What follows belongs to an exercise in optimizing a design on an open flow for small area; a production flow would make more cautious choices.
In this exercise RTL edits were held to simulation tests only and were not proved equivalent to the original.
Power figures rest on the tool's default switching activity, not on a simulated workload.

### flow/flow/run.sh
#!/bin/bash
# Own layout flow: the standard ORFS flow (standard.sh) with these changes:
#  - synthesis is synth_recipe.tcl (the standard synthesis script: same Yosys
#    passes, same registers and names, flattened and renamed the same way)
#    except that ABC maps the logic with flow/abc_own.script, a plain
#    choice-based mapping without the speed script's gate upsizing;
#  - the port buffers that placement puts on every input and output are the
#    smallest buffer (buf_1);
#  - clock tree synthesis uses the settings in flow/extra.mk.
# Each tool's full output goes to a log file in this folder (ORFS's own logs stay
# under orfs/logs/).
set -euo pipefail
cd "$(dirname "$0")/.."
W=$PWD

cp config.mk config_own.mk
cat flow/extra.mk >> config_own.mk

# synthesis: the standard script, with ABC's script swapped
sed "s#^  log_cmd abc {\*}\$abc_args\$#  log_cmd abc -script $W/flow/abc_own.script {*}[lrange \$abc_args 2 end]#" \
	"$FLOW_HOME/scripts/synth.tcl" > synth_own.tcl
grep -q "abc_own.script" synth_own.tcl
sed "s#source \$::env(SCRIPTS_DIR)/synth.tcl#source $W/synth_own.tcl#" synth_recipe.tcl > synth_recipe_own.tcl
grep -q "synth_own.tcl" synth_recipe_own.tcl

sed -e "s#DESIGN_CONFIG=[^ ]*#DESIGN_CONFIG=$W/config_own.mk#" \
	-e "s#SYNTH_SCRIPT=[^ ]*#SYNTH_SCRIPT=$W/synth_recipe_own.tcl#" standard.sh > standard_own.sh
grep -q "synth_recipe_own.tcl" standard_own.sh

bash standard_own.sh synth > flow_synth.log 2>&1
bash standard_own.sh finish > flow_layout.log 2>&1
### flow/flow/abc_own.script
&get -n
&st
&dch
&nf
&put
### flow/flow/extra.mk
export BUFFER_PORTS_ARGS = -buffer_cell sky130_fd_sc_hd__buf_1
export CTS_ARGS = -sink_clustering_enable -repair_clock_nets -buf_list sky130_fd_sc_hd__clkbuf_4 -dont_use_dummy_load -sink_clustering_size 8 -sink_clustering_max_diameter 40
### flow/standard.sh
#!/bin/bash
# synth_recipe.tcl (not shown) runs the flow's synth.tcl, then flattens the netlist and writes it again
# the make line also repeats each setting of config.mk as NAME=value (left out here)
make -C /OpenROAD-flow-scripts/flow DESIGN_CONFIG=/design/flow/config.mk WORK_HOME=/design/flow/orfs CLKGATE_MAP_FILE= SYNTH_SCRIPT=/design/flow/synth_recipe.tcl "${@:-finish}"
### flow/config.mk
export PLATFORM = sky130hd
export DESIGN_NAME = link_top
export DESIGN_NICKNAME = link_top
export VERILOG_FILES = /design/flow/design.v
export SDC_FILE = /design/flow/constraint.sdc
export NUM_CORES = 4
export LEC_CHECK = 0
export CAP_MARGIN = 20
export CORE_MARGIN = 2
export CORE_UTILIZATION = 40
export SLEW_MARGIN = 20
export SYNTH_HIERARCHICAL = 1
### flow/constraint.sdc
create_clock -name core_clock -period 5.0 [get_ports {clk}]
set_input_delay 1.0000 -clock core_clock [delete_from_list [all_inputs] [get_ports {clk}]]
set_output_delay 1.0000 -clock core_clock [all_outputs]
set_load 0.01 [all_outputs]
### flow/design.v
`default_nettype none
package link_pkg;
	localparam int BLOCK_W    = 128;
	localparam int KEY_W      = 128;
	localparam int IV_W       = 64;
	localparam int LOAD_BITS  = BLOCK_W + KEY_W + IV_W;
	localparam int SYNC_COUNT = 10;
	localparam int LED_W      = 16;
	typedef logic [BLOCK_W-1:0] block_t;
	typedef logic [KEY_W-1:0]   key_t;
	typedef logic [IV_W-1:0]    iv_t;
	typedef logic [LED_W-1:0]   led_word_t;
	typedef logic [8:0]         load_count_t;
	typedef logic [7:0]         send_count_t;
	typedef struct packed {
		block_t pt;
		key_t   key;
		iv_t    iv;
	} cipher_in_t;
	typedef enum logic [7:0] {
		SEL_PT7  = 8'b1000_0000, SEL_PT6  = 8'b1100_0000,
		SEL_PT5  = 8'b1110_0000, SEL_PT4  = 8'b1111_0000,
		SEL_PT3  = 8'b1111_1000, SEL_PT2  = 8'b1111_1100,
		SEL_PT1  = 8'b1111_1110, SEL_PT0  = 8'b1111_1111,
		SEL_KEY7 = 8'b0111_1111, SEL_KEY6 = 8'b0011_1111,
		SEL_KEY5 = 8'b0001_1111, SEL_KEY4 = 8'b0000_1111,
		SEL_KEY3 = 8'b0000_0111, SEL_KEY2 = 8'b0000_0011,
		SEL_KEY1 = 8'b0000_0001, SEL_KEY0 = 8'b0000_0000,
		SEL_IV3  = 8'b1010_0000, SEL_IV2  = 8'b1011_0000,
		SEL_IV1  = 8'b1011_1000, SEL_IV0  = 8'b1011_1100,
		SEL_CT7  = 8'b1001_0000, SEL_CT6  = 8'b1001_1000,
		SEL_CT5  = 8'b1001_1100, SEL_CT4  = 8'b1001_1110,
		SEL_CT3  = 8'b1001_1111, SEL_CT2  = 8'b1000_1000,
		SEL_CT1  = 8'b1000_1100, SEL_CT0  = 8'b1000_1110
	} led_sel_e;
	typedef enum logic [2:0] {
		SRC_NONE,
		SRC_PT,
		SRC_KEY,
		SRC_IV,
		SRC_CT
	} led_src_e;
	typedef struct packed {
		led_src_e   src;
		logic [2:0] word;
	} led_pick_t;
	typedef enum logic {
		LOAD_IDLE,
		LOAD_ACKED
	} loader_state_e;
	typedef enum logic {
		SEND_IDLE,
		SEND_REQUESTING
	} sender_state_e;
endpackage
`default_nettype wire
`timescale 1ns/10ps
`default_nettype none
module link_aoi222 (
	input  wire a0, b0, a1, b1, a2, b2,
	output wire y
);
	assign y = ~((a0 & b0) | (a1 & b1) | (a2 & b2));
endmodule
module link_nand2 (
	input  wire a, b,
	output wire y
);
	assign y = ~(a & b);
endmodule
module link_nand4 (
	input  wire a, b, c, d,
	output wire y
);
	assign y = ~(a & b & c & d);
endmodule
module link_mux4 (
	input  wire [3:0] d,
	input  wire [1:0] s,
	output wire       y
);
	assign y = d[s];
endmodule
`default_nettype wire
`default_nettype none
module link_a22o (
	input  wire a0, b0, a1, b1,
	output wire y
);
	assign y = (a0 & b0) | (a1 & b1);
endmodule
`default_nettype wire
`timescale 1ns/10ps
`default_nettype none
module level_filter (
	input  wire  clk,
	input  wire  rst,
	input  wire  line,
	output logic stable_high,
	output logic stable_low
);
	logic       level;
	logic [3:0] cnt;
	logic       full;
	assign full        = (cnt == 4'(link_pkg::SYNC_COUNT));
	assign stable_high = full && level;
	assign stable_low  = full && !level;
	always_ff @(posedge clk or posedge rst)
	begin
		if (rst)
		begin
			level <= 1'b0;
			cnt   <= '0;
		end
		else if (line != level)
		begin
			level <= line;
			cnt   <= 4'd1;
		end
		else if (!full)
		begin
			cnt <= cnt + 4'd1;
		end
	end
endmodule
module level_filter_high (
	input  wire  clk,
	input  wire  rst,
	input  wire  line,
	output logic stable_high
);
	logic [3:0] high_cnt;
	assign stable_high = (high_cnt == 4'(link_pkg::SYNC_COUNT));
	always_ff @(posedge clk or posedge rst)
	begin
		if (rst)
		begin
			high_cnt <= '0;
		end
		else if (!line)
		begin
			high_cnt <= '0;
		end
		else if (!stable_high)
		begin
			high_cnt <= high_cnt + 4'd1;
		end
	end
endmodule
`default_nettype wire
`timescale 1ns/10ps
`default_nettype none
module bit_loader (
	input  wire                      clk,
	input  wire                      rst,
	input  wire                      req_high,
	input  wire                      req_low,
	input  wire                      data_in,
	output logic                     ack_out,
	output link_pkg::cipher_in_t     cipher_in
);
	link_pkg::loader_state_e         state;
	link_pkg::load_count_t           count;
	logic                            take_bit;
	logic                            shift_pending;
	logic                            last_bit;
	assign take_bit = (state == link_pkg::LOAD_IDLE) && req_high
		&& (count < link_pkg::load_count_t'(link_pkg::LOAD_BITS));
	assign ack_out = (state == link_pkg::LOAD_ACKED);
	always_ff @(posedge clk or posedge rst)
	begin
		if (rst)
		begin
			state <= link_pkg::LOAD_IDLE;
			count <= '0;
		end
		else
		begin
			case (state)
				link_pkg::LOAD_IDLE:
				begin
					if (take_bit)
					begin
						state <= link_pkg::LOAD_ACKED;
						count <= count + 9'd1;
					end
				end
				link_pkg::LOAD_ACKED:
				begin
					if (req_low)
					begin
						state <= link_pkg::LOAD_IDLE;
					end
				end
				default:
				begin
					state <= link_pkg::LOAD_IDLE;
				end
			endcase
		end
	end
	always_ff @(posedge clk or posedge rst)
	begin
		if (rst)
		begin
			shift_pending <= 1'b0;
		end
		else
		begin
			shift_pending <= take_bit;
		end
	end
	always_ff @(posedge clk)
	begin
		last_bit <= data_in;
	end
	logic                            hold;
	logic [link_pkg::LOAD_BITS-1:0]  frame_next;
	logic [link_pkg::LOAD_BITS-1:0]  frame_in;
	assign hold     = ~shift_pending;
	assign frame_in = {cipher_in[link_pkg::LOAD_BITS-2:0], last_bit};
	genvar i;
	generate
		for (i = 0; i < link_pkg::LOAD_BITS; i++)
		begin : g_frame
			link_a22o u_next (
				.a0 (shift_pending),
				.b0 (frame_in[i]),
				.a1 (hold),
				.b1 (cipher_in[i]),
				.y  (frame_next[i])
			);
		end
	endgenerate
	always_ff @(posedge clk or posedge rst)
	begin
		if (rst)
		begin
			cipher_in <= '0;
		end
		else
		begin
			cipher_in <= frame_next;
		end
	end
endmodule
`default_nettype wire
`timescale 1ns/10ps
`default_nettype none
module send_group8 (
	input  wire [7:0] d,
	input  wire [7:0] s,
	output wire       t
);
	wire [3:0] n;
	link_aoi222 u_lo (.a0(d[0]), .b0(s[0]), .a1(d[1]), .b1(s[1]), .a2(d[2]), .b2(s[2]), .y(n[0]));
	link_aoi222 u_mid (.a0(d[3]), .b0(s[3]), .a1(d[4]), .b1(s[4]), .a2(d[5]), .b2(s[5]), .y(n[1]));
	link_nand2 u_6 (.a(d[6]), .b(s[6]), .y(n[2]));
	link_nand2 u_7 (.a(d[7]), .b(s[7]), .y(n[3]));
	link_nand4 u_or (.a(n[0]), .b(n[1]), .c(n[2]), .d(n[3]), .y(t));
endmodule
module send_pick (
	input  wire link_pkg::block_t  ct,
	input  wire [6:0]              idx,
	output wire                    bit_out
);
	logic [7:0] lo;
	wire [15:0] t;
	wire [3:0]  m;
	always_comb
	begin
		for (int k = 0; k < 8; k++)
			lo[k] = (idx[2:0] == 3'(k));
	end
	genvar g;
	generate
		for (g = 0; g < 16; g++)
		begin : g_grp
			send_group8 u (.d(ct[8*g +: 8]), .s(lo), .t(t[g]));
		end
		for (g = 0; g < 4; g++)
		begin : g_mux
			link_mux4 u (.d(t[4*g +: 4]), .s(idx[4:3]), .y(m[g]));
		end
	endgenerate
	link_mux4 u_top (.d(m), .s(idx[6:5]), .y(bit_out));
endmodule
module block_sender (
	input  wire                    clk,
	input  wire                    rst,
	input  wire                    ct_valid_high,
	input  wire                    ack_high,
	input  wire                    ack_low,
	input  wire link_pkg::block_t  ct,
	output logic                   req_out,
	output logic                   ct_bit
);
	link_pkg::sender_state_e       state;
	link_pkg::send_count_t         count;
	logic                          start_bit;
	logic                          picked;
	send_pick pick_i (
		.ct      (ct),
		.idx     (count[$clog2(link_pkg::BLOCK_W)-1:0]),
		.bit_out (picked)
	);
	assign start_bit = (state == link_pkg::SEND_IDLE) && ct_valid_high && ack_low
		&& (count < link_pkg::send_count_t'(link_pkg::BLOCK_W));
	assign req_out = (state == link_pkg::SEND_REQUESTING);
	always_ff @(posedge clk or posedge rst)
	begin
		if (rst)
		begin
			state  <= link_pkg::SEND_IDLE;
			count  <= '0;
			ct_bit <= 1'b0;
		end
		else
		begin
			case (state)
				link_pkg::SEND_IDLE:
				begin
					if (start_bit)
					begin
						state  <= link_pkg::SEND_REQUESTING;
						ct_bit <= picked;
					end
				end
				link_pkg::SEND_REQUESTING:
				begin
					if (ack_high)
					begin
						state <= link_pkg::SEND_IDLE;
						count <= count + 8'd1;
					end
				end
				default:
				begin
					state <= link_pkg::SEND_IDLE;
				end
			endcase
		end
	end
endmodule
`default_nettype wire
`timescale 1ns/10ps
`default_nettype none
module led_bit (
	input  wire [27:0] d,
	input  wire [27:0] s,
	output wire        o
);
	wire [9:0] n;
	genvar g;
	generate
		for (g = 0; g < 9; g++)
		begin : g_aoi3
			link_aoi222 u (.a0(d[3*g]), .b0(s[3*g]), .a1(d[3*g+1]), .b1(s[3*g+1]),
				.a2(d[3*g+2]), .b2(s[3*g+2]), .y(n[g]));
		end
		link_nand2 u_last (.a(d[27]), .b(s[27]), .y(n[9]));
	endgenerate
	assign o = ~&n;
endmodule
module led_decode (
	input  wire link_pkg::led_sel_e led_sel,
	output logic [27:0]             s
);
	always_comb
	begin
		s = '0;
		case (led_sel)
			link_pkg::SEL_PT0:  s[0]  = 1'b1;
			link_pkg::SEL_PT1:  s[1]  = 1'b1;
			link_pkg::SEL_PT2:  s[2]  = 1'b1;
			link_pkg::SEL_PT3:  s[3]  = 1'b1;
			link_pkg::SEL_PT4:  s[4]  = 1'b1;
			link_pkg::SEL_PT5:  s[5]  = 1'b1;
			link_pkg::SEL_PT6:  s[6]  = 1'b1;
			link_pkg::SEL_PT7:  s[7]  = 1'b1;
			link_pkg::SEL_KEY0: s[8]  = 1'b1;
			link_pkg::SEL_KEY1: s[9]  = 1'b1;
			link_pkg::SEL_KEY2: s[10] = 1'b1;
			link_pkg::SEL_KEY3: s[11] = 1'b1;
			link_pkg::SEL_KEY4: s[12] = 1'b1;
			link_pkg::SEL_KEY5: s[13] = 1'b1;
			link_pkg::SEL_KEY6: s[14] = 1'b1;
			link_pkg::SEL_KEY7: s[15] = 1'b1;
			link_pkg::SEL_IV0:  s[16] = 1'b1;
			link_pkg::SEL_IV1:  s[17] = 1'b1;
			link_pkg::SEL_IV2:  s[18] = 1'b1;
			link_pkg::SEL_IV3:  s[19] = 1'b1;
			link_pkg::SEL_CT0:  s[20] = 1'b1;
			link_pkg::SEL_CT1:  s[21] = 1'b1;
			link_pkg::SEL_CT2:  s[22] = 1'b1;
			link_pkg::SEL_CT3:  s[23] = 1'b1;
			link_pkg::SEL_CT4:  s[24] = 1'b1;
			link_pkg::SEL_CT5:  s[25] = 1'b1;
			link_pkg::SEL_CT6:  s[26] = 1'b1;
			link_pkg::SEL_CT7:  s[27] = 1'b1;
			default:            s     = '0;
		endcase
	end
endmodule
module led_readout (
	input  wire                        clk,
	input  wire                        rst,
	input  wire link_pkg::led_sel_e    led_sel,
	input  wire link_pkg::cipher_in_t  cipher_in,
	input  wire link_pkg::block_t      ct,
	output link_pkg::led_word_t        led_data
);
	logic [27:0]           s;
	link_pkg::led_word_t   slice;
	led_decode decode_i (.led_sel(led_sel), .s(s));
	genvar b, w;
	generate
		for (b = 0; b < link_pkg::LED_W; b++)
		begin : g_bit
			wire [27:0] d;
			for (w = 0; w < 8; w++)
			begin : g_word
				assign d[w]      = cipher_in.pt[w*link_pkg::LED_W + b];
				assign d[8 + w]  = cipher_in.key[w*link_pkg::LED_W + b];
				assign d[20 + w] = ct[w*link_pkg::LED_W + b];
			end
			for (w = 0; w < 4; w++)
			begin : g_iv
				assign d[16 + w] = cipher_in.iv[w*link_pkg::LED_W + b];
			end
			led_bit bit_i (.d(d), .s(s), .o(slice[b]));
		end
	endgenerate
	always_ff @(posedge clk or posedge rst)
	begin
		if (rst)
		begin
			led_data <= '0;
		end
		else
		begin
			led_data <= slice;
		end
	end
endmodule
`default_nettype wire
`timescale 1ns/10ps
`default_nettype none
module link_top (
	input  wire                     clk,
	input  wire                     rst,
	input  wire                     req_in,
	input  wire                     data_in,
	output logic                    ack_out,
	input  wire                     ct_valid,
	input  wire                     ack_in,
	output logic                    req_out,
	output logic                    ct_bit,
	input  wire  [7:0]              led_sel,
	output link_pkg::led_word_t     led_data,
	output link_pkg::cipher_in_t    cipher_in,
	input  wire link_pkg::block_t   ct
);
	logic                  req_high;
	logic                  req_low;
	logic                  ack_high;
	logic                  ack_low;
	logic                  ct_valid_high;
	link_pkg::led_sel_e    led_code;
	assign led_code = link_pkg::led_sel_e'(led_sel);
	level_filter req_filter_i (
		.clk         (clk),
		.rst         (rst),
		.line        (req_in),
		.stable_high (req_high),
		.stable_low  (req_low)
	);
	level_filter ack_filter_i (
		.clk         (clk),
		.rst         (rst),
		.line        (ack_in),
		.stable_high (ack_high),
		.stable_low  (ack_low)
	);
	level_filter_high ct_valid_filter_i (
		.clk         (clk),
		.rst         (rst),
		.line        (ct_valid),
		.stable_high (ct_valid_high)
	);
	bit_loader bit_loader_i (
		.clk       (clk),
		.rst       (rst),
		.req_high  (req_high),
		.req_low   (req_low),
		.data_in   (data_in),
		.ack_out   (ack_out),
		.cipher_in (cipher_in)
	);
	block_sender block_sender_i (
		.clk           (clk),
		.rst           (rst),
		.ct_valid_high (ct_valid_high),
		.ack_high      (ack_high),
		.ack_low       (ack_low),
		.ct            (ct),
		.req_out       (req_out),
		.ct_bit        (ct_bit)
	);
	led_readout led_readout_i (
		.clk       (clk),
		.rst       (rst),
		.led_sel   (led_code),
		.cipher_in (cipher_in),
		.ct        (ct),
		.led_data  (led_data)
	);
endmodule
`default_nettype wire
==> reports/results.ini, run 1 <==
[critical_path]
r2r-end = block_sender_i.ct_bit
crit_required_ns = 5.64
r2r_slack_ns = 1.83
cp.arrival_ns = 3.82
cp-start-kind = flip-flop
r2r-start = block_sender_i.count[2]
crit_path_end_kind = flip-flop
crit_fanout = 16
path_class = reg2reg
r2r.worst_path.cells = 6

[routing]
ant_nets = 0
wl_per_cell_um = 30.9
drc_errors = 0
routed_wl_mm = 70.1
num_vias = 15400
drtPass1Iterations = 17
drtIter0Drc = 2779
viasPerCell = 6.78

[grt]
first_global_vias = 14600
grt_pass1_wl_mm = 102
gr-total-overflow = 0
antenna_found_initial = 9
grtUsageTotal = 0.334
grt_max_degree = 189

[run]
drv_cap = 0

[layout]
post_route_cells_drive_above_1_share = 0.0684
area_delta_synth_final_pct = 21.1
fin_nets = 1892
nFillCells = 3590

[place]
portBuffers = 480
post-dp-hpwl_mm = 51.3
pre_cts_ws_ns = 1.43
globalplace.congestion = 1.07

[floorplanning]
start_util = 0.406
pin_count = 481
fp.dieH_um = 202
core_area_mm2 = 0.0386
die_width_um = 202
die-area_mm2 = 0.0408
rows = 72

[synthesis]
synthesis.nets = 1319
synth-edff-count = 0
synth_ff_type = dfrtp_1
synth_cell_types = 36
ys_seq_area_frac = 0.593
synthTopCellsByArea = dfrtp_1, a22o_1, a222oi_1, nand4_1, nand2_1
synth_warnings = 13
syn-instance-count = 1169
yosysMostFrequentCell = dfrtp_1
synth_common_cells = dfrtp_1, a22o_1, a222oi_1
async_flop_share = 0.997
synth_top_cell_by_area = dfrtp_1
ys_seq_elements = 372
synth_top_area_frac = 0.592
avgSynthCellArea_um2 = 13.4
synth_area_mm2 = 0.0157

[clocking]
clk_latency_ns = 0.84
tritoncts = done
cts_resized = 0
clk_pin_slew_worst_paths_ns = 0.08
cts_buffers = 61
postCtsSetupBuffers = 0
cts_num_sinks = 372
cts_max_path_buffers = 3
root_buffer = clkbuf_4
htree_levels = 2
hold_buffers = 0

[timing]
maxSlewHeadroom = 0.222
hold_viol = 0
rsz0062_at_grt = no
finClkSkew_ns = 0.109
hold_ws_ns = 0.258
period_share = 0.634
fin_ws_ns = 1.83
worst_pin_slew_ns = 1.16
period_needed_ns = 3.17
max_freq_mhz = 315
final-max-slew-violation-count = 0
setup_viol = 0

[power_and_ir_drop]
p_per_area_mw_per_mm2 = 259
ir_drop_v = 0.000165
leakage_nw = 8.35
p_total_mw = 4.92

[min_path]
hold_class = in2async

[run_status]
status = timing/DRC/antenna clean

[sequential cells by signal, indices dropped and copies added (netlist names)]
name                        cells
bit_loader_i.cipher_in        320
led_readout_i.led_data         16
bit_loader_i.count              9
block_sender_i.count            8
ack_filter_i.cnt                4
ct_valid_filter_i.high_cnt      4
req_filter_i.cnt                4
ack_filter_i.level              1
bit_loader_i.last_bit           1
bit_loader_i.shift_pending      1
bit_loader_i.state              1
block_sender_i.ct_bit           1
block_sender_i.state            1
req_filter_i.level              1
[worst max path at each step]
stage                                from                          to  slack, ns  cells past startpoint
2_1_floorplan  bit_loader_i.shift_pending   bit_loader_i.cipher_in[0]      -4.89                      2
3_3_place_gp                   led_sel[1]   led_readout_i.led_data[6]       1.36                      6
3_5_place_dp                   led_sel[3]  led_readout_i.led_data[11]       1.43                      7
4_1_cts           block_sender_i.count[2]       block_sender_i.ct_bit       1.93                      6
5_1_grt           block_sender_i.count[2]       block_sender_i.ct_bit       1.80                      6
6_report          block_sender_i.count[2]       block_sender_i.ct_bit       1.83                      6
[worst max-delay path, stage by stage, from the launching register on]
cell      delay, ns
dfrtp_1        0.56
and3b_1        0.52
a222oi_1       0.47
nand4_1        0.21
mux4_2         0.54
mux4_2         0.47
mux2_1         0.28
[metal layers]
layer	GRT usage	vias up	share of wire
li1	-	6326	-
met1	0.453	7759	0.38
met2	0.503	1096	0.45
met3	0.111	185	0.13
met4	0.115	4	0.037
met5	0	-	0.00071
[power breakdown]
group          internal (mW)  switching (mW)
combinational         0.0728           0.187
clock                  0.553            1.05
sequential              3.03          0.0236
[kinds of logic after synthesis]
| group | share of synthesized area |
|---|---|
| AO/OA/AOI/OAI | 0.294 |
| flip-flops | 0.593 |
| AND/OR/NAND/NOR | 0.0780 |
| XOR/XNOR | 0.0117 |
| buffers and inverters | 0.00431 |
| multiplexers | 0.0120 |
| adder cells (fa/ha/maj) | 0.00638 |
[modules after synthesis (local to each module, per instance), excerpt]
module             copies in the design  cell area, um^2  flops+latches
bit_loader                            1             8500            332
link_nand2                           48             3.75              0
link_mux4                             5             22.5              0
led_decode                            1              253              0
link_a22o                           320             8.76              0
link_aoi222                         176             10.0              0
level_filter                          2              251              5
led_readout                           1              404             16
link_nand4                           16             6.26              0
block_sender                          1              425             10
led_bit                              16             22.5              0
send_pick                             1             60.1              0
level_filter_high                     1              219              4
[area by class of cell]
class,instances,area (um^2),area share
flip-flops and latches,372,9310,0.490
inverters,16,80.1,0.00422
repair buffers,512,2070,0.109
diodes,9,22.5,0.00119
clock buffers,61,458,0.0241
well taps,518,648,0.0341
multi-input cells,779,6410,0.337
[layout by cell type, fill, tap and decap left out, types with 14 or more instances in the layout]
cell type  synthesis  layout
nor2_1            36      31
or3_1             16      16
a222oi_1         176     176
clkinv_1          16      14
nand2_1           74      74
buf_4              0      29
nand4_1           54      54
dfrtp_1          371     370
buf_1              2     480
clkbuf_4           0      61
xor2_1            17      17
a22o_1           320     320
[through the flow]
stage	TNS (ns)	instance area (um^2)	util	instances
floorplan	-1564.75	15700	-	1169
global placement	0	18500	0.478	2196
detailed placement	0	18500	0.479	2197
CTS	0	19000	0.491	2258
global route	0	19000	0.491	2265
finish	0	19000	0.491	2267
==> run 2, diff against run 1 <==
--- a/flow/design.v
+++ b/flow/design.v
@@ -100,9 +100,23 @@
 	output logic stable_low
 );
 	logic       level;
-	logic [3:0] cnt;
+	logic [3:0] run;
 	logic       full;
-	assign full        = (cnt == 4'(link_pkg::SYNC_COUNT));
+	logic       fb;
+	always_comb
+	begin
+		case (run)
+			4'b0000: fb = 1'b1;
+			4'b0001: fb = 1'b0;
+			4'b0010: fb = 1'b0;
+			4'b0100: fb = 1'b1;
+			4'b1001: fb = 1'b1;
+			4'b0011: fb = 1'b0;
+			4'b0110: fb = 1'b1;
+			default: fb = 1'b1;
+		endcase
+	end
+	assign full        = &run;
 	assign stable_high = full && level;
 	assign stable_low  = full && !level;
 	always_ff @(posedge clk or posedge rst)
@@ -110,16 +124,15 @@
 		if (rst)
 		begin
 			level <= 1'b0;
-			cnt   <= '0;
+			run   <= '0;
 		end
-		else if (line != level)
+		else
 		begin
 			level <= line;
-			cnt   <= 4'd1;
-		end
-		else if (!full)
-		begin
-			cnt <= cnt + 4'd1;
+			if (line != level)
+				run <= 4'b0001;
+			else
+				run <= {run[2:0], fb};
 		end
 	end
 endmodule
@@ -129,22 +142,30 @@
 	input  wire  line,
 	output logic stable_high
 );
-	logic [3:0] high_cnt;
-	assign stable_high = (high_cnt == 4'(link_pkg::SYNC_COUNT));
+	logic [3:0] run;
+	logic       fb;
+	always_comb
+	begin
+		case (run)
+			4'b0000: fb = 1'b1;
+			4'b0001: fb = 1'b0;
+			4'b0010: fb = 1'b0;
+			4'b0100: fb = 1'b1;
+			4'b1001: fb = 1'b1;
+			4'b0011: fb = 1'b0;
+			4'b0110: fb = 1'b1;
+			default: fb = 1'b1;
+		endcase
+	end
+	assign stable_high = &run;
 	always_ff @(posedge clk or posedge rst)
 	begin
 		if (rst)
-		begin
-			high_cnt <= '0;
-		end
+			run <= '0;
 		else if (!line)
-		begin
-			high_cnt <= '0;
-		end
-		else if (!stable_high)
-		begin
-			high_cnt <= high_cnt + 4'd1;
-		end
+			run <= '0;
+		else
+			run <= {run[2:0], fb};
 	end
 endmodule
 `default_nettype wire
--- a/flow/config.mk
+++ b/flow/config.mk
@@ -7,6 +7,6 @@
 export LEC_CHECK = 0
 export CAP_MARGIN = 20
 export CORE_MARGIN = 2
-export CORE_UTILIZATION = 40
+export CORE_UTILIZATION = 55
 export SLEW_MARGIN = 20
 export SYNTH_HIERARCHICAL = 1
==> reports/results.ini, run 2 <==
[grt]
grt_pass1_wl_mm = 91.2
antenna_found_initial = 13
grtUsageTotal = 0.418
gr-total-overflow = 0
grt_max_degree = 208
first_global_vias = 14300

[power_and_ir_drop]
leakage_nw = 8.17
p_per_area_mw_per_mm2 = 257
p_total_mw = 4.78
ir_drop_v = 0.000203

[critical_path]
crit_path_end_kind = flip-flop
path_class = reg2reg
cp.arrival_ns = 3.84
crit_required_ns = 5.58
critical_path.startpoint = block_sender_i.count[2]
crit_fanout = 16
cp-start-kind = flip-flop
r2r-start = block_sender_i.count[2]

[clocking]
tritoncts = done
cts_num_sinks = 372
root_buffer = clkbuf_4
clk_pin_slew_worst_paths_ns = 0.09
cts_buffers = 56
clk_latency_ns = 0.74
hold_buffers = 0
htree_levels = 2
postCtsSetupBuffers = 0
cts_max_path_buffers = 3
cts_resized = 0

[synthesis]
ys_seq_elements = 372
synth_top_cell_by_area = dfrtp_1
synth_warnings = 13
synth_ff_type = dfrtp_1
avgSynthCellArea_um2 = 13.6
ys_seq_area_frac = 0.601
synth_common_cells = dfrtp_1, a22o_1, a222oi_1
synth_area_mm2 = 0.0155
syn-instance-count = 1142
synth_cell_types = 34
async_flop_share = 0.997
synth-edff-count = 0
synth_top_area_frac = 0.600
synthTopCellsByArea = dfrtp_1, a22o_1, a222oi_1, nand4_1, nand2_1
synthesis.nets = 1286
yosysMostFrequentCell = dfrtp_1

[timing]
setup_viol = 0
maxSlewHeadroom = 0.137
worst_pin_slew_ns = 1.29
period_share = 0.652
hold_viol = 0
max_freq_mhz = 307
finClkSkew_ns = 0.0651
fin_ws_ns = 1.74
rsz0062_at_grt = no
final-max-slew-violation-count = 0
period_needed_ns = 3.26

[place]
pre_cts_ws_ns = 1.45
placed_cells = 2027
globalplace.congestion = 1.12
portBuffers = 480
post-dp-hpwl_mm = 45.5

[layout]
nFillCells = 2285
area_delta_synth_final_pct = 20.0
largest_reg_flops = 320
layout_common_cells = buf_1, dfrtp_1, a22o_1, a222oi_1, nand2_1
utilization = 0.668
layout_commonest_cell = buf_1
top_regs = bit_loader_i.cipher_in x320, led_readout_i.led_data x16, bit_loader_i.count x9
fin_nets = 1851
fin_cells = 2098
top_register = bit_loader_i.cipher_in
post_route_cells_drive_above_1_share = 0.0645

[floorplanning]
die_width_um = 172
start_util = 0.557
die-area_mm2 = 0.0295
pin_count = 481
rows = 61
fp.dieH_um = 172
core_area_mm2 = 0.0278

[run]
drv_cap = 0

[routing]
routed_wl_mm = 63.7
drc_errors = 0
viasPerCell = 7.33
drtPass1Iterations = 15
wl_per_cell_um = 30.4
num_vias = 15400
drtIter0Drc = 3630
ant_nets = 0

[min_path]
hold_class = in2async

[run_status]
status = timing/DRC/antenna clean

run 2: cell types whose count changed after synthesis, moves of 3 or more:
cell      delta
and2_0       +9
xor2_1       -5
nand2b_1     -3
mux2i_1      -3
clkinv_1     -3
ha_1         -6
nor2_1       -6
run 2: area by class of cell:
| class | count | area (um^2) | share of cell area |
|---|---|---|---|
| well taps | 378 | 473 | 0.0255 |
| multi-input cells | 757 | 6210 | 0.335 |
| diodes | 15 | 37.5 | 0.00202 |
| repair buffers | 507 | 2040 | 0.110 |
| flip-flops and latches | 372 | 9310 | 0.501 |
| inverters | 13 | 73.8 | 0.00398 |
| clock buffers | 56 | 420 | 0.0226 |
run 2: logic make-up after synthesis:
| logic type | after synthesis | synth area share |
|---|---|---|
| buffers and inverters | 13 | 0.00315 |
| multiplexers | 8 | 0.00946 |
| adder cells (fa/ha/maj) | 2 | 0.00162 |
| flip-flops | 372 | 0.601 |
| XOR/XNOR | 16 | 0.00905 |
| AO/OA/AOI/OAI | 503 | 0.298 |
| AND/OR/NAND/NOR | 228 | 0.0774 |
run 2: metrics by stage:
| step | setup TNS (ns) | hold WS (ns) | area [um^2] |
|---|---|---|---|
| floorplan | -1564.75 | 0.433 | 15500 |
| global placement | 0 | 0.437 | 18100 |
| detailed placement | 0 | 0.445 | 18100 |
| CTS | 0 | 0.316 | 18500 |
| global route | 0 | 0.313 | 18600 |
| finish | 0 | 0.341 | 18600 |
run 2: power by group:
part           internal, mW  switching (mW)  total, mW  leakage (nW)
clock network         0.510            1.01       1.52         0.258
logic                0.0575           0.167      0.225          2.74
registers              3.02          0.0155       3.04          5.17
run 2: modules after synthesis (local to each module, per instance), excerpt:
| module | times used | area, um^2 | cells |
|---|---|---|---|
| link_nand4 | 16 | 6.26 | 1 |
| link_nand2 | 48 | 3.75 | 1 |
| link_mux4 | 5 | 22.5 | 1 |
| led_bit | 16 | 22.5 | 4 |
| level_filter | 2 | 185 | 16 |
| level_filter_high | 1 | 144 | 11 |
| led_decode | 1 | 253 | 45 |
| bit_loader | 1 | 8500 | 362 |
| block_sender | 1 | 425 | 38 |
| send_pick | 1 | 60.1 | 8 |
| led_readout | 1 | 404 | 17 |
| link_aoi222 | 176 | 10.0 | 1 |
| link_a22o | 320 | 8.76 | 1 |
run 2: worst paths after layout:
path,cells after the start,end,slack [ns]
min,3,req_filter_i.run[1],0.34
min reg2reg,1,bit_loader_i.cipher_in[0],0.47
min in group core_clock,1,bit_loader_i.last_bit,0.34
max in group asynchronous,4,bit_loader_i.cipher_in[208],3.29
max reg2reg,6,block_sender_i.ct_bit,1.74
max,6,block_sender_i.ct_bit,1.74
run 2: layer usage:
layer | wire length, um | global-route usage | part of all wire | vias up
li1 | - | - | - | 6220
met2 | 28100 | 0.605 | 0.44 | 1245
met1 | 22900 | 0.552 | 0.36 | 7653
met4 | 3960 | 0.236 | 0.062 | 0
met3 | 8820 | 0.144 | 0.14 | 260
met5 | 0 | 0 | 0 | -
run 2: worst max-delay path, cell delays in order, from the launching register on:
cell and delay [ns]:
dfrtp_1 0.58, and3b_1 0.52, a222oi_1 0.59, nand4_1 0.15
mux4_2 0.52, mux4_2 0.48, mux2_1 0.30
==> run 3, diff against run 2 <==
==> flow/flow/abc_own.script (replaced) <==
&get -n
&st
&dc2
&dch -f
&nf -R 1000
&put
==> flow/flow/extra.mk (replaced) <==
export BUFFER_PORTS_ARGS = -buffer_cell sky130_fd_sc_hd__buf_1
export CTS_ARGS = -sink_clustering_enable -repair_clock_nets -buf_list sky130_fd_sc_hd__clkbuf_4 -dont_use_dummy_load -sink_clustering_size 10 -sink_clustering_max_diameter 40
==> reports/results.ini, run 3 <==
[layout]
fin_nets = 1845
nFillCells = 2288
area_delta_synth_final_pct = 19.9
multi_input_comb_area_mm2 = 0.00617
layout_common_cells = buf_1, dfrtp_1, a22o_1, a222oi_1, nand2_1
top_regs = bit_loader_i.cipher_in x320, led_readout_i.led_data x16, bit_loader_i.count x9
layout_commonest_cell = buf_1
top_register = bit_loader_i.cipher_in
utilization = 0.666
ff_latch_area_mm2 = 0.00931
post_route_cells_drive_above_1_share = 0.0642
largest_reg_flops = 320

[synthesis]
synth_ff_type = dfrtp_1
synth_top_area_frac = 0.603
synth_area_mm2 = 0.0154
synth_common_cells = dfrtp_1, a22o_1, a222oi_1
yosysMostFrequentCell = dfrtp_1
synth_warnings = 13
synth-edff-count = 0
async_flop_share = 0.997
synth_top_cell_by_area = dfrtp_1
synthesis.nets = 1288
synthTopCellsByArea = dfrtp_1, a22o_1, a222oi_1, nand4_1, nand2_1
ys_seq_elements = 372
syn-instance-count = 1144
synth_cell_types = 30
ys_seq_area_frac = 0.604
avgSynthCellArea_um2 = 13.5

[power_and_ir_drop]
p_int_mw = 3.53
ir_drop_v = 0.000169
switching_share = 0.246
clock_power_share = 0.306
seqPwrFrac = 0.649
p_per_area_mw_per_mm2 = 254
pwr-share-comb = 0.045
p_total_mw = 4.69
leakage_nw = 8.01
power.switching_mw = 1.15

[grt]
grtUsageTotal = 0.427
first_global_vias = 13900
gr-total-overflow = 0
grt_max_degree = 193
antenna_found_initial = 13
grt_pass1_wl_mm = 92.5

[routing]
viasPerCell = 7.40
ant_nets = 0
num_vias = 15500
drtPass1Iterations = 22
routed_wl_mm = 64.4
wl_per_cell_um = 30.8
drtIter0Drc = 3557
drc_errors = 0

[critical_path]
crit_required_ns = 5.67
path_class = in2reg
crit_path_end_kind = flip-flop
crit_fanout = 16
cp.arrival_ns = 3.83
r2r_slack_ns = 1.85
cp-start-kind = input port

[clocking]
postCtsSetupBuffers = 0
tritoncts = done
cts_num_sinks = 372
hold_buffers = 0
root_buffer = clkbuf_4
htree_levels = 2
clk_pin_slew_worst_paths_ns = 0.10
clk_latency_ns = 0.73
cts_buffers = 49
cts_resized = 0
cts_max_path_buffers = 3

[floorplanning]
pin_count = 481
core_area_mm2 = 0.0277
start_util = 0.556
die-area_mm2 = 0.0294
fp.dieH_um = 171
die_width_um = 171
rows = 61

[run_status]
status = timing/DRC/antenna clean

[timing]
final-max-slew-violation-count = 0
period_share = 0.633
hold_ws_ns = 0.330
period_needed_ns = 3.16
setup_viol = 0
worst_pin_slew_ns = 1.29
maxSlewHeadroom = 0.137
hold_viol = 0
rsz0062_at_grt = no
max_freq_mhz = 316
finClkSkew_ns = 0.0847

[run]
drv_cap = 0

[place]
globalplace.congestion = 1.08
portBuffers = 480
post-dp-hpwl_mm = 47.5

[min_path]
hold_class = in2reg

## run 3: area by class of cell
cell class                      count  area share
Timing Repair Buffer              506       0.111
Inverter                           13     0.00373
Multi-Input combinational cell    759       0.334
Sequential cell                   372       0.504
Clock buffer                       49      0.0199
Tap cell                          378      0.0256
Antenna cell                       13     0.00176
## run 3: cell families (layout without fill, tap and decap cells)
kind of cell             count (synthesis)  in the layout  share of synthesized area
AND/OR/NAND/NOR                        231            231                     0.0739
multiplexers                             7              7                    0.00878
AO/OA/AOI/OAI                          503            503                      0.299
flip-flops                             372            372                      0.604
XOR/XNOR                                16             16                    0.00910
buffers and inverters                   13            568                    0.00317
adder cells (fa/ha/maj)                  2              2                    0.00162
other                                    0             13                          0
## run 3: worst max-delay path, cell delays in order
cell	delay (ns)
buf_1	0.34
clkinv_1	0.21
nor2_1	0.16
nand3_1	0.19
nor2_1	1.02
a222oi_1	0.34
nand4_1	0.32
nor2_1	0.13
nand3_1	0.10
## run 3: through the flow
step / TNS [ns] / cell area [um^2] / setup WS (ns) / std cells
floorplan: -1564.75 / 15400 / -4.89 / 1144
global placement: 0 / 18000 / 1.40 / 2026
detailed placement: 0 / 18000 / 1.33 / 2027
CTS: 0 / 18400 / 1.91 / 2076
global route: 0 / 18500 / 1.79 / 2088
finish: 0 / 18500 / 1.84 / 2090
## run 3: path summary, 6_finish.rpt
check / startpoint / end / cells after the start
worst min-delay path: data_in / bit_loader_i.last_bit / 1
worst max register to register: block_sender_i.count[0] / block_sender_i.ct_bit / 6
max in group asynchronous: rst / bit_loader_i.cipher_in[25] / 4
min in group asynchronous: rst / ct_valid_filter_i.run[1] / 2
worst max-delay path: led_sel[7] / led_readout_i.led_data[1] / 9
worst min register to register: bit_loader_i.count[8] / bit_loader_i.count[8] / 1
## run 3: metal layers
layer | track usage | wire [um] | up-vias
met5 | 0 | 27 | -
met1 | 0.605 | 24300 | 7689
li1 | - | - | 6192
met2 | 0.607 | 27700 | 1355
met4 | 0.182 | 3230 | 4
met3 | 0.139 | 9190 | 227
## run 3: modules after synthesis, one instance, submodules excluded, excerpt
| module | cells inside | cell area, um^2 | flip-flops and latches | copies in the design |
|---|---|---|---|---|
| bit_loader | 361 | 8470 | 332 | 1 |
| led_readout | 17 | 404 | 16 | 1 |
| level_filter | 16 | 183 | 5 | 2 |
| level_filter_high | 11 | 144 | 4 | 1 |
| send_pick | 9 | 58.8 | 0 | 1 |
| link_mux4 | 1 | 22.5 | 0 | 5 |
| led_bit | 4 | 21.3 | 0 | 16 |
| link_nand2 | 1 | 3.75 | 0 | 48 |
## run 3: power groups by stage
stage | Combinational (mW) | Sequential [mW] | Clock, mW
after global placement | 0.200 | 3.10 | 0
final | 0.211 | 3.04 | 1.43
after global routing | 0.231 | 3.05 | 1.55
after floorplan | 0.0872 | 3.10 | 0
after detailed placement | 0.206 | 3.10 | 0
after CTS | 0.206 | 3.04 | 1.42

-- afterwards: timing with drivers on the ports --
In the flow no input, the clock included, has a driving cell. The finished layouts below were timed again as built, in two steps.
Step 1 assumes that a clkbuf_16 drives the clock port and a buf_2 every other input.
Step 2, shift: input delay + t, output delay - t, t = (earliest + latest rising clock arrival at the registers) / 2. This alone moves slack from input paths to output paths.
Slacks: no drivers / after step 1 / after step 2; pairs: no drivers / after step 1.
| run | shift t [ns] | setup slack, ns | worst setup path after step 2 | pins driven straight from the clock port |
|---|---|---|---|---|
| run 1 | 0.842 | 1.828 / 1.828 / 1.251 | input to register | 1 |
| run 2 | 0.758 | 1.740 / 1.740 / 1.209 | input to register | 1 |
| run 3 | 0.757 | 1.837 / 1.838 / 1.081 | input to register | 1 |
After both steps every run listed still meets setup and hold. The setup slack of run 3, which loses most, moves by +0.001 ns with the drivers and by -0.756 ns with both steps.
